Background: an optimization exercise with open tools, aiming at small area, a short achievable clock period and few clock cycles. Do not read the settings as production practice.
The RTL was checked by simulation tests, not by an equivalence proof against the original design.
Power figures rest on the tool's default switching activity, not on a simulated workload.

$ cat config.mk
export PLATFORM = sky130hd
export DESIGN_NAME = adb_packet_receive_queue_top
export DESIGN_NICKNAME = adb_packet_receive_queue_top
export VERILOG_FILES = /design/flow/design.v
export SDC_FILE = /design/flow/constraint.sdc
export NUM_CORES = 4
export LEC_CHECK = 0
export CAP_MARGIN = 20
export CORE_MARGIN = 2
export CORE_UTILIZATION = 40
export SLEW_MARGIN = 20
$ cat constraint.sdc
create_clock -name core_clock -period 7.0 [get_ports {clk}]
set_input_delay 1.4000 -clock core_clock [delete_from_list [all_inputs] [get_ports {clk}]]
set_output_delay 1.4000 -clock core_clock [all_outputs]
set_load 0.01 [all_outputs]
$ cat design.v
package adbq_pkg;
	localparam int unsigned RING_SLOTS_DEF = 8;
	localparam int unsigned MAX_REPLY_DEF  = 24;
	localparam int unsigned MODE_W      = 2;
	localparam int unsigned BYTE_W      = 8;
	localparam int unsigned OUTCOME_W   = 3;
	localparam int unsigned DATA_IDX_W  = 5;
	localparam int unsigned MIN_PACKET  = 3;
	localparam logic [BYTE_W-1:0] PACKET_TYPE_DATA = 8'h00;
	typedef enum logic [MODE_W-1:0] {
		MODE_BYTE  = 2'd0,
		MODE_ABORT = 2'd1,
		MODE_POP   = 2'd2,
		MODE_NOP   = 2'd3
	} mode_t;
	typedef enum logic [OUTCOME_W-1:0] {
		OC_QUEUED    = 3'd0,
		OC_IGNORED   = 3'd1,
		OC_DROPPED   = 3'd2,
		OC_PACKET    = 3'd3,
		OC_EMPTY     = 3'd4,
		OC_DISCARDED = 3'd5
	} outcome_t;
	typedef enum logic [1:0] {
		PH_ATTN = 2'd0,
		PH_RECV = 2'd1,
		PH_OVER = 2'd2
	} rx_phase_t;
	typedef enum logic [2:0] {
		S_IDLE,
		S_BYTE,
		S_JUDGE,
		S_POP,
		S_RD1,
		S_RD2,
		S_DATA
	} seq_state_t;
	typedef struct packed {
		logic byte_we;
		logic len_we;
	} store_ctl_t;
endpackage
import adbq_pkg::*;
module adbq_store #(
	parameter int unsigned RING_SLOTS = RING_SLOTS_DEF,
	parameter int unsigned MAX_REPLY  = MAX_REPLY_DEF,
	localparam int unsigned PTR_W  = $clog2(RING_SLOTS),
	localparam int unsigned SLOT_W = MAX_REPLY - 1,
	localparam int unsigned OFF_W  = $clog2(SLOT_W),
	localparam int unsigned LEN_W  = $clog2(MAX_REPLY)
) (
	input  logic              clk,
	input  adbq_pkg::store_ctl_t ctl,
	input  logic [PTR_W-1:0]  wr_slot,
	input  logic [OFF_W-1:0]  wr_off,
	input  logic [BYTE_W-1:0] wr_byte,
	input  logic [LEN_W-1:0]  len_wr,
	input  logic [PTR_W-1:0]  rd_slot,
	input  logic [OFF_W-1:0]  rd_off,
	output logic [BYTE_W-1:0] rd_byte,
	output logic [LEN_W-1:0]  rd_len
);
	localparam int unsigned BYTE_DEPTH = RING_SLOTS * (2 ** OFF_W);
	logic [BYTE_W-1:0] byte_mem [BYTE_DEPTH];
	logic [LEN_W-1:0]  len_mem  [RING_SLOTS];
	logic [BYTE_W-1:0] rd_byte_q;
	logic [LEN_W-1:0]  rd_len_q;
	always_ff @(posedge clk) begin
		if (ctl.byte_we) begin
			byte_mem[{wr_slot, wr_off}] <= wr_byte;
		end
		rd_byte_q <= byte_mem[{rd_slot, rd_off}];
	end
	always_ff @(posedge clk) begin
		if (ctl.len_we) begin
			len_mem[wr_slot] <= len_wr;
		end
		rd_len_q <= len_mem[rd_slot];
	end
	assign rd_byte = rd_byte_q;
	assign rd_len  = rd_len_q;
endmodule
import adbq_pkg::*;
module adbq_seq #(
	parameter int unsigned RING_SLOTS = RING_SLOTS_DEF,
	parameter int unsigned MAX_REPLY  = MAX_REPLY_DEF,
	localparam int unsigned PTR_W  = $clog2(RING_SLOTS),
	localparam int unsigned SLOT_W = MAX_REPLY - 1,
	localparam int unsigned OFF_W  = $clog2(SLOT_W),
	localparam int unsigned LEN_W  = $clog2(MAX_REPLY)
) (
	input  logic              clk,
	input  logic              arst_n,
	input  logic              deliver_enable,
	input  logic              item_valid,
	output logic              item_ready,
	input  logic [MODE_W-1:0] item_mode,
	input  logic [BYTE_W-1:0] item_link_byte,
	input  logic              item_end_of_packet,
	output logic                  result_valid,
	input  logic                  result_ready,
	output logic [OUTCOME_W-1:0]  result_outcome,
	output logic [BYTE_W-1:0]     result_status_flags,
	output logic [BYTE_W-1:0]     result_echoed_command,
	output logic [BYTE_W-1:0]     result_data_byte,
	output logic [DATA_IDX_W-1:0] result_data_index,
	output logic                  result_has_data,
	output logic                  result_last,
	output adbq_pkg::store_ctl_t store_ctl,
	output logic [PTR_W-1:0]  wr_slot,
	output logic [OFF_W-1:0]  wr_off,
	output logic [BYTE_W-1:0] wr_byte,
	output logic [LEN_W-1:0]  len_wr,
	output logic [PTR_W-1:0]  rd_slot,
	output logic [OFF_W-1:0]  rd_off,
	input  logic [BYTE_W-1:0] rd_byte,
	input  logic [LEN_W-1:0]  rd_len
);
	localparam int unsigned CNT_W = $clog2(MAX_REPLY + 1);
	function automatic logic [PTR_W-1:0] ring_next(input logic [PTR_W-1:0] i);
		ring_next = (i == PTR_W'(RING_SLOTS - 1)) ? '0 : i + PTR_W'(1);
	endfunction
	adbq_pkg::seq_state_t        state_q, state_d;
	adbq_pkg::rx_phase_t         phase_q;
	logic [CNT_W-1:0]  count_q;
	logic [BYTE_W-1:0] type_q;
	logic [PTR_W-1:0]  head_q, tail_q, slot_q;
	logic [BYTE_W-1:0] byte_q, st_q, cmd_q;
	logic              eop_q;
	logic [LEN_W-1:0]  nd_q, idx_q;
	logic                  res_valid_q;
	adbq_pkg::outcome_t              res_outcome_q;
	logic [BYTE_W-1:0]     res_status_q, res_cmd_q, res_data_q;
	logic [DATA_IDX_W-1:0] res_index_q;
	logic                  res_has_q, res_last_q;
	logic                  load_ok, res_load, empty, full, last_now, has_now;
	adbq_pkg::outcome_t              judge, res_outcome_d;
	logic [BYTE_W-1:0]     res_status_d, res_cmd_d, res_data_d;
	logic [DATA_IDX_W-1:0] res_index_d;
	logic                  res_has_d, res_last_d;
	logic [CNT_W-1:0]      cnt_inc;
	logic [LEN_W-1:0]      len_c, nd_calc;
	assign load_ok  = !res_valid_q || result_ready;
	assign empty    = (head_q == tail_q);
	assign full     = (ring_next(tail_q) == head_q);
	assign cnt_inc  = count_q + CNT_W'(1);
	assign has_now  = (nd_q != '0);
	assign last_now = !has_now || ((idx_q + LEN_W'(1)) == nd_q);
	always_comb begin
		if (count_q < CNT_W'(MIN_PACKET) || type_q != PACKET_TYPE_DATA) begin
			judge = OC_IGNORED;
		end else if (full) begin
			judge = OC_DROPPED;
		end else begin
			judge = OC_QUEUED;
		end
	end
	always_comb begin
		if (rd_len > LEN_W'(SLOT_W)) begin
			len_c = LEN_W'(SLOT_W);
		end else if (rd_len < LEN_W'(2)) begin
			len_c = LEN_W'(2);
		end else begin
			len_c = rd_len;
		end
		nd_calc = len_c - LEN_W'(2);
	end
	always_comb begin
		state_d = state_q;
		unique case (state_q)
			S_IDLE: begin
				if (item_valid) begin
					unique case (item_mode)
						MODE_BYTE:  state_d = S_BYTE;
						MODE_ABORT: state_d = S_JUDGE;
						MODE_POP:   state_d = S_POP;
						MODE_NOP:   state_d = S_IDLE;
					endcase
				end
			end
			S_BYTE:  state_d = eop_q ? S_JUDGE : S_IDLE;
			S_JUDGE: state_d = load_ok ? S_IDLE : S_JUDGE;
			S_POP: begin
				if (empty || !deliver_enable) begin
					state_d = load_ok ? S_IDLE : S_POP;
				end else begin
					state_d = S_RD1;
				end
			end
			S_RD1:   state_d = S_RD2;
			S_RD2:   state_d = S_DATA;
			S_DATA:  state_d = (load_ok && last_now) ? S_IDLE : S_DATA;
			default: state_d = S_IDLE;
		endcase
	end
	always_comb begin
		item_ready    = (state_q == S_IDLE);
		store_ctl     = '0;
		wr_slot       = tail_q;
		wr_off        = OFF_W'(count_q - CNT_W'(1));
		wr_byte       = byte_q;
		len_wr        = LEN_W'(count_q - CNT_W'(1));
		rd_slot       = slot_q;
		rd_off        = '0;
		res_load      = 1'b0;
		res_outcome_d = OC_IGNORED;
		res_status_d  = '0;
		res_cmd_d     = '0;
		res_data_d    = '0;
		res_index_d   = '0;
		res_has_d     = 1'b0;
		res_last_d    = 1'b1;
		unique case (state_q)
			S_IDLE: ;
			S_BYTE: begin
				store_ctl.byte_we = (phase_q == PH_RECV) && (count_q != '0);
			end
			S_JUDGE: begin
				res_load         = load_ok;
				res_outcome_d    = judge;
				store_ctl.len_we = load_ok && (judge == OC_QUEUED);
			end
			S_POP: begin
				rd_slot = head_q;
				if (empty) begin
					res_load      = load_ok;
					res_outcome_d = OC_EMPTY;
				end else if (!deliver_enable) begin
					res_load      = load_ok;
					res_outcome_d = OC_DISCARDED;
				end
			end
			S_RD1: rd_off = OFF_W'(1);
			S_RD2: rd_off = OFF_W'(2);
			S_DATA: begin
				rd_off        = load_ok ? OFF_W'(idx_q + LEN_W'(3)) : OFF_W'(idx_q + LEN_W'(2));
				res_load      = load_ok;
				res_outcome_d = OC_PACKET;
				res_status_d  = st_q;
				res_cmd_d     = cmd_q;
				res_data_d    = has_now ? rd_byte : '0;
				res_index_d   = has_now ? DATA_IDX_W'(idx_q) : '0;
				res_has_d     = has_now;
				res_last_d    = last_now;
			end
			default: ;
		endcase
	end
	always_ff @(posedge clk or negedge arst_n) begin
		if (!arst_n) begin
			state_q     <= S_IDLE;
			phase_q     <= PH_ATTN;
			count_q     <= '0;
			type_q      <= '0;
			head_q      <= '0;
			tail_q      <= '0;
			res_valid_q <= 1'b0;
		end else begin
			state_q <= state_d;
			if (res_load) begin
				res_valid_q <= 1'b1;
			end else if (result_ready) begin
				res_valid_q <= 1'b0;
			end
			unique case (state_q)
				S_BYTE: begin
					case (phase_q)
						PH_RECV: begin
							if (count_q == '0) begin
								type_q <= byte_q;
							end
							count_q <= cnt_inc;
							if (cnt_inc >= CNT_W'(MAX_REPLY)) begin
								phase_q <= PH_OVER;
							end
						end
						PH_OVER: ;
						default: begin
							phase_q <= PH_RECV;
							count_q <= '0;
						end
					endcase
				end
				S_JUDGE: begin
					if (load_ok) begin
						phase_q <= PH_ATTN;
						count_q <= '0;
						if (judge == OC_QUEUED) begin
							tail_q <= ring_next(tail_q);
						end
					end
				end
				S_POP: begin
					if (!empty && (deliver_enable || load_ok)) begin
						head_q <= ring_next(head_q);
					end
				end
				default: ;
			endcase
		end
	end
	always_ff @(posedge clk) begin
		if (item_valid && item_ready) begin
			byte_q <= item_link_byte;
			eop_q  <= item_end_of_packet;
		end
		if (state_q == S_POP) begin
			slot_q <= head_q;
		end
		if (state_q == S_RD1) begin
			st_q <= rd_byte;
			nd_q <= nd_calc;
		end
		if (state_q == S_RD2) begin
			cmd_q <= rd_byte;
			idx_q <= '0;
		end
		if (state_q == S_DATA && load_ok) begin
			idx_q <= idx_q + LEN_W'(1);
		end
		if (res_load) begin
			res_outcome_q <= res_outcome_d;
			res_status_q  <= res_status_d;
			res_cmd_q     <= res_cmd_d;
			res_data_q    <= res_data_d;
			res_index_q   <= res_index_d;
			res_has_q     <= res_has_d;
			res_last_q    <= res_last_d;
		end
	end
	assign result_valid          = res_valid_q;
	assign result_outcome        = res_outcome_q;
	assign result_status_flags   = res_status_q;
	assign result_echoed_command = res_cmd_q;
	assign result_data_byte      = res_data_q;
	assign result_data_index     = res_index_q;
	assign result_has_data       = res_has_q;
	assign result_last           = res_last_q;
endmodule
import adbq_pkg::*;
module adb_packet_receive_queue_top #(
	parameter int unsigned RING_SLOTS = RING_SLOTS_DEF,
	parameter int unsigned MAX_REPLY  = MAX_REPLY_DEF
) (
	input  logic          clk,
	input  logic          arst_n,
	input  logic          cfg_we,
	input  logic          cfg_wdata,
	input  logic                  item_valid,
	output logic                  item_ready,
	input  logic [MODE_W-1:0]     item_mode,
	input  logic [BYTE_W-1:0]     item_link_byte,
	input  logic                  item_end_of_packet,
	output logic                  result_valid,
	input  logic                  result_ready,
	output logic [OUTCOME_W-1:0]  result_outcome,
	output logic [BYTE_W-1:0]     result_status_flags,
	output logic [BYTE_W-1:0]     result_echoed_command,
	output logic [BYTE_W-1:0]     result_data_byte,
	output logic [DATA_IDX_W-1:0] result_data_index,
	output logic                  result_has_data,
	output logic                  result_last
);
	localparam int unsigned PTR_W  = $clog2(RING_SLOTS);
	localparam int unsigned SLOT_W = MAX_REPLY - 1;
	localparam int unsigned OFF_W  = $clog2(SLOT_W);
	localparam int unsigned LEN_W  = $clog2(MAX_REPLY);
	logic              deliver_enable_q;
	adbq_pkg::store_ctl_t store_ctl;
	logic [PTR_W-1:0]  wr_slot, rd_slot;
	logic [OFF_W-1:0]  wr_off, rd_off;
	logic [BYTE_W-1:0] wr_byte, rd_byte;
	logic [LEN_W-1:0]  len_wr, rd_len;
	always_ff @(posedge clk or negedge arst_n) begin
		if (!arst_n) begin
			deliver_enable_q <= 1'b0;
		end else if (cfg_we) begin
			deliver_enable_q <= cfg_wdata;
		end
	end
	adbq_seq #(
		.RING_SLOTS (RING_SLOTS),
		.MAX_REPLY  (MAX_REPLY)
	) u_seq (
		.clk            (clk),
		.arst_n         (arst_n),
		.deliver_enable (deliver_enable_q),
		.item_valid            (item_valid),
		.item_ready            (item_ready),
		.item_mode             (item_mode),
		.item_link_byte        (item_link_byte),
		.item_end_of_packet    (item_end_of_packet),
		.result_valid          (result_valid),
		.result_ready          (result_ready),
		.result_outcome        (result_outcome),
		.result_status_flags   (result_status_flags),
		.result_echoed_command (result_echoed_command),
		.result_data_byte      (result_data_byte),
		.result_data_index     (result_data_index),
		.result_has_data       (result_has_data),
		.result_last           (result_last),
		.store_ctl      (store_ctl),
		.wr_slot        (wr_slot),
		.wr_off         (wr_off),
		.wr_byte        (wr_byte),
		.len_wr         (len_wr),
		.rd_slot        (rd_slot),
		.rd_off         (rd_off),
		.rd_byte        (rd_byte),
		.rd_len         (rd_len)
	);
	adbq_store #(
		.RING_SLOTS (RING_SLOTS),
		.MAX_REPLY  (MAX_REPLY)
	) u_store (
		.clk     (clk),
		.ctl     (store_ctl),
		.wr_slot (wr_slot),
		.wr_off  (wr_off),
		.wr_byte (wr_byte),
		.len_wr  (len_wr),
		.rd_slot (rd_slot),
		.rd_off  (rd_off),
		.rd_byte (rd_byte),
		.rd_len  (rd_len)
	);
endmodule
$ cat run.sh
#!/bin/bash
# synth_recipe.tcl (not shown) runs the flow's synth.tcl, then flattens the netlist and writes it again
# the make line also repeats each setting of config.mk as NAME=value (left out here)
make -C /OpenROAD-flow-scripts/flow DESIGN_CONFIG=/design/flow/config.mk WORK_HOME=/design/flow/orfs CLKGATE_MAP_FILE= SYNTH_SCRIPT=/design/flow/synth_recipe.tcl finish
==> impl_metrics.tcl <==
set metrics [dict create \
    crit-reg2reg-launch "u_seq.state_q[2]" \
    ios 53 \
    cts_buffer_depth 3 \
    numPortBuffers 52 \
    cts.sinks 2199 \
    finalMaxSlewViolations 0 \
    overflow 0 \
    synth-seq-cells 2199 \
    antenna_found_initial 4 \
    grt_use_total 0.214 \
    fin_ws_ps 880 \
    drive_above_1_share 0.0801 \
    max_freq_mhz 163 \
    start_kind "input pin" \
    grt_pass1_vias 51600 \
    syn_area_um2 88100 \
    insertion_delay_ps 860 \
    whs_path_depth 0 \
    synth_nets 6174 \
    drt_iter0_drc 7306 \
    fillerInstances 19000 \
    die-area_um2 224000 \
    area_growth_pct 11.9 \
    most-common-layout-cells "edfxtp_1 (2157), nand2_1 (1107), and3_1 (536)" \
    cp.arrival_ps 6780 \
    min_period_over_period 0.874 \
    grt_max_degree 179 \
    nets 6075 \
    worst_pin_slew_ps 1310 \
    tns_ps 0 \
    routed_wl_um 246000 \
    outcome "timing/DRC/antenna clean" \
    via_count 54600 \
    drc 0 \
    synth-main-ff-cell "edfxtp_1" \
    relSlewSlack 0.116 \
    p_per_area_nw_per_um2 340 \
    cts_tree "done" \
    cts_buffers 220 \
    post-place-ws_ps 344 \
    coreArea_um2 219000 \
    drv_cap 0 \
    via_per_inst 6.01 \
    clockRootBuffer "clkbuf_16" \
    die_w_um 473 \
    cp-end-kind "flop" \
    worstHoldPathType "flop to flop" \
    synth_seq_area_share 0.747 \
    syn_avg_cell_area_um2 14.3 \
    row_count 172 \
    gp_congestion 0.857 \
    rsz0062_at_grt "no" \
    cts_resized 0 \
    grt_pass1_wl_um 358000 \
    synth_cell_types 53 \
    setup_viol 0 \
    ant_nets 0 \
    min_to "u_seq.st_q[1]" \
    start_util 0.402 \
    reg2reg_depth 11 \
    p_leak_nw 31.5 \
    layout_commonest_cell "edfxtp_1" \
    die_y_um 473 \
    syn_inst 6140 \
    path_clk_slew_ps 60 \
    htreeDepth 4 \
    min_from "u_store.rd_byte_q[1]" \
    synth_edf_count 2157 \
    ys.warnings.count 3 \
    r2r_slack_ps 910 \
    async_reset_ff_frac 0.0118 \
    critPathKind "input pin to flop" \
    required_ps 7660 \
    cts_hold_buf 0 \
    vdd_drop_max_v 0.000279 \
    hold_viol_final 0 \
    min_period_ps 6120 \
    wire_per_inst_um 27.0 \
    place_hpwl_um 139000 \
    cts_setup_buffers 0 \
    dr.pass1.iters 8 \
    skew_ps 27.5 \
    r2r-end "u_store.rd_byte_q[5]" \
    cp_max_fo 119 \
]
-- worst max-delay path by stage --
| stage | start | endpoint |
|---|---|---|
| after floorplan | u_seq.byte_q[0] | u_store.byte_mem[0][0] |
| after global placement | result_ready | u_store.rd_byte_q[4] |
| after detailed placement | result_ready | u_store.rd_byte_q[4] |
| after CTS | u_seq.state_q[2] | u_store.rd_byte_q[4] |
| after global routing | u_seq.state_q[2] | u_store.rd_byte_q[5] |
| final | result_ready | u_store.rd_byte_q[4] |
-- synthesized netlist by cell type, types with 2 or more instances --
| master | n | share of area |
|---|---|---|
| and2_1 | 22 | 0.0016 |
| and3b_1 | 3 | 0.00030 |
| a31oi_1 | 5 | 0.00036 |
| and3_1 | 536 | 0.038 |
| o31a_1 | 3 | 0.00030 |
| inv_1 | 17 | 0.00072 |
| nor2b_1 | 7 | 0.00050 |
| o22ai_1 | 64 | 0.0045 |
| xnor2_1 | 14 | 0.0014 |
| ha_1 | 17 | 0.0024 |
| buf_1 | 16 | 0.00068 |
| nor4_1 | 129 | 0.0092 |
| dfxtp_1 | 16 | 0.0036 |
| o21ai_2 | 2 | 0.00020 |
| o22a_1 | 2 | 0.00020 |
| mux2i_1 | 6 | 0.00068 |
| a21oi_1 | 9 | 0.00051 |
| nor3b_1 | 6 | 0.00051 |
| nand3_1 | 49 | 0.0028 |
| a221oi_1 | 2 | 0.00020 |
| nand4_1 | 9 | 0.00064 |
| buf_6 | 8 | 0.0010 |
| clkbuf_1 | 285 | 0.012 |
| o21ai_0 | 36 | 0.0020 |
| mux2_2 | 15 | 0.0019 |
| o21ai_1 | 11 | 0.00063 |
| buf_2 | 204 | 0.012 |
| nand2_1 | 1109 | 0.047 |
| a211oi_1 | 514 | 0.044 |
| buf_4 | 9 | 0.00077 |
| a311oi_1 | 511 | 0.051 |
| xor2_1 | 10 | 0.00099 |
| nor2_1 | 277 | 0.012 |
| nand2b_1 | 8 | 0.00057 |
| dfrtp_1 | 26 | 0.0074 |
| nor3_1 | 10 | 0.00057 |
| edfxtp_1 | 2157 | 0.74 |
-- layer usage --
metal	GRT usage	wire length [um]	vias to the layer above
li1	-	-	23900
met1	0.308	103000	27800
met2	0.331	114000	2535
met3	0.0364	21200	365
met4	0.0677	7200	0
met5	0	0	-
-- registers in the layout, summed over array words and instances, names as in the netlist, 8 cells and up --
register / flops
u_seq.st_q: 8
u_seq.byte_q: 8
u_seq.res_data_q: 8
u_store.rd_byte_q: 8
u_store.len_mem: 40
u_seq.cmd_q: 8
u_seq.type_q: 8
u_seq.res_cmd_q: 8
u_seq.res_status_q: 8
u_store.byte_mem: 2048
-- report_power, final --
part / internal, W / switching (W) / leakage [nW]
sequential: 0.0154 / 0.000254 / 19.9
clock: 0.00636 / 0.00497 / 3.35
combinational: 0.00173 / 0.00484 / 8.33
total: 0.0235 / 0.0101 / 31.5
-- layout make-up --
cell class | instances | area [um^2] | share of cell area
Clock buffer | 277 | 5800 | 0.0588
Inverter | 18 | 67.6 | 0.000685
Timing Repair Buffer | 201 | 2170 | 0.0220
Sequential cell | 2199 | 65700 | 0.667
Antenna cell | 1 | 2.50 | 0.0000254
Tap cell | 2871 | 3590 | 0.0364
Multi-Input combinational cell | 3401 | 20100 | 0.204
Clock inverter | 125 | 1040 | 0.0106
-- logic make-up after synthesis --
kind of cell / share of synthesized area
muxes: 0.00260
buffers and inverters: 0.0270
AOI/OAI and AO/OA: 0.105
xor gates and xnor gates: 0.00239
adders and majority gates: 0.00242
and+or+nand+nor: 0.114
DFF: 0.747
-- worst max-delay path, cell delays in order --
cell and delay [ps]:
clkdlybuf4s50_1 510, nand2b_1 370, a211o_4 340, nand2_8 420
buf_12 440, buf_4 350, a211oi_1 330, a311oi_1 130
nor4_1 630, o22ai_1 330, o21ai_0 1090, nand4_1 160
-- stage by stage --
| stage | utilization | area, um^2 | total power (W) | cells | hold WS, ps |
|---|---|---|---|---|---|
| final | 0.449 | 98600 | 0.0336 | 9093 | 505 |
| after global routing | 0.449 | 98600 | 0.0346 | 9093 | 520 |
| after CTS | 0.449 | 98500 | 0.0336 | 9091 | 506 |
| after detailed placement | 0.418 | 91700 | 0.0224 | 8689 | 493 |
| after global placement | 0.418 | 91700 | 0.0223 | 8688 | 473 |
| after floorplan | - | 88100 | 0.0198 | 6140 | 417 |
Testbench counts, summed over its fixed seeds: cycles 60,104.

[re-timing with driven ports]
The results above use ideal ports. As a check the final layout listed here was re-extracted and re-timed, cells and wires unchanged.
Step 1 (the two cells are an assumption about what drives the block):
set clk [get_ports {clk}]
set_driving_cell -lib_cell sky130_fd_sc_hd__clkbuf_16 $clk
set_driving_cell -lib_cell sky130_fd_sc_hd__buf_2 [delete_from_list [all_inputs] $clk]
Step 2, shift: input delay + t, output delay - t, t = (earliest + latest rising clock arrival at the registers) / 2. This alone moves slack from input paths to output paths.
Slacks: ideal ports / drivers / drivers and shift; pairs: ideal ports / drivers.
t, ns: 0.938
setup WS [ns]: 0.880 / 0.907 / 0.005
hold slack, ns: 0.505 / 0.505 / 0.505
worst setup path at the end: input to register
worst slew at a driven data input, ns: 0.06
After both steps setup and hold are still met in this run. For this run, drivers alone change the setup slack by +0.027 ns; drivers and shift together by -0.875 ns.
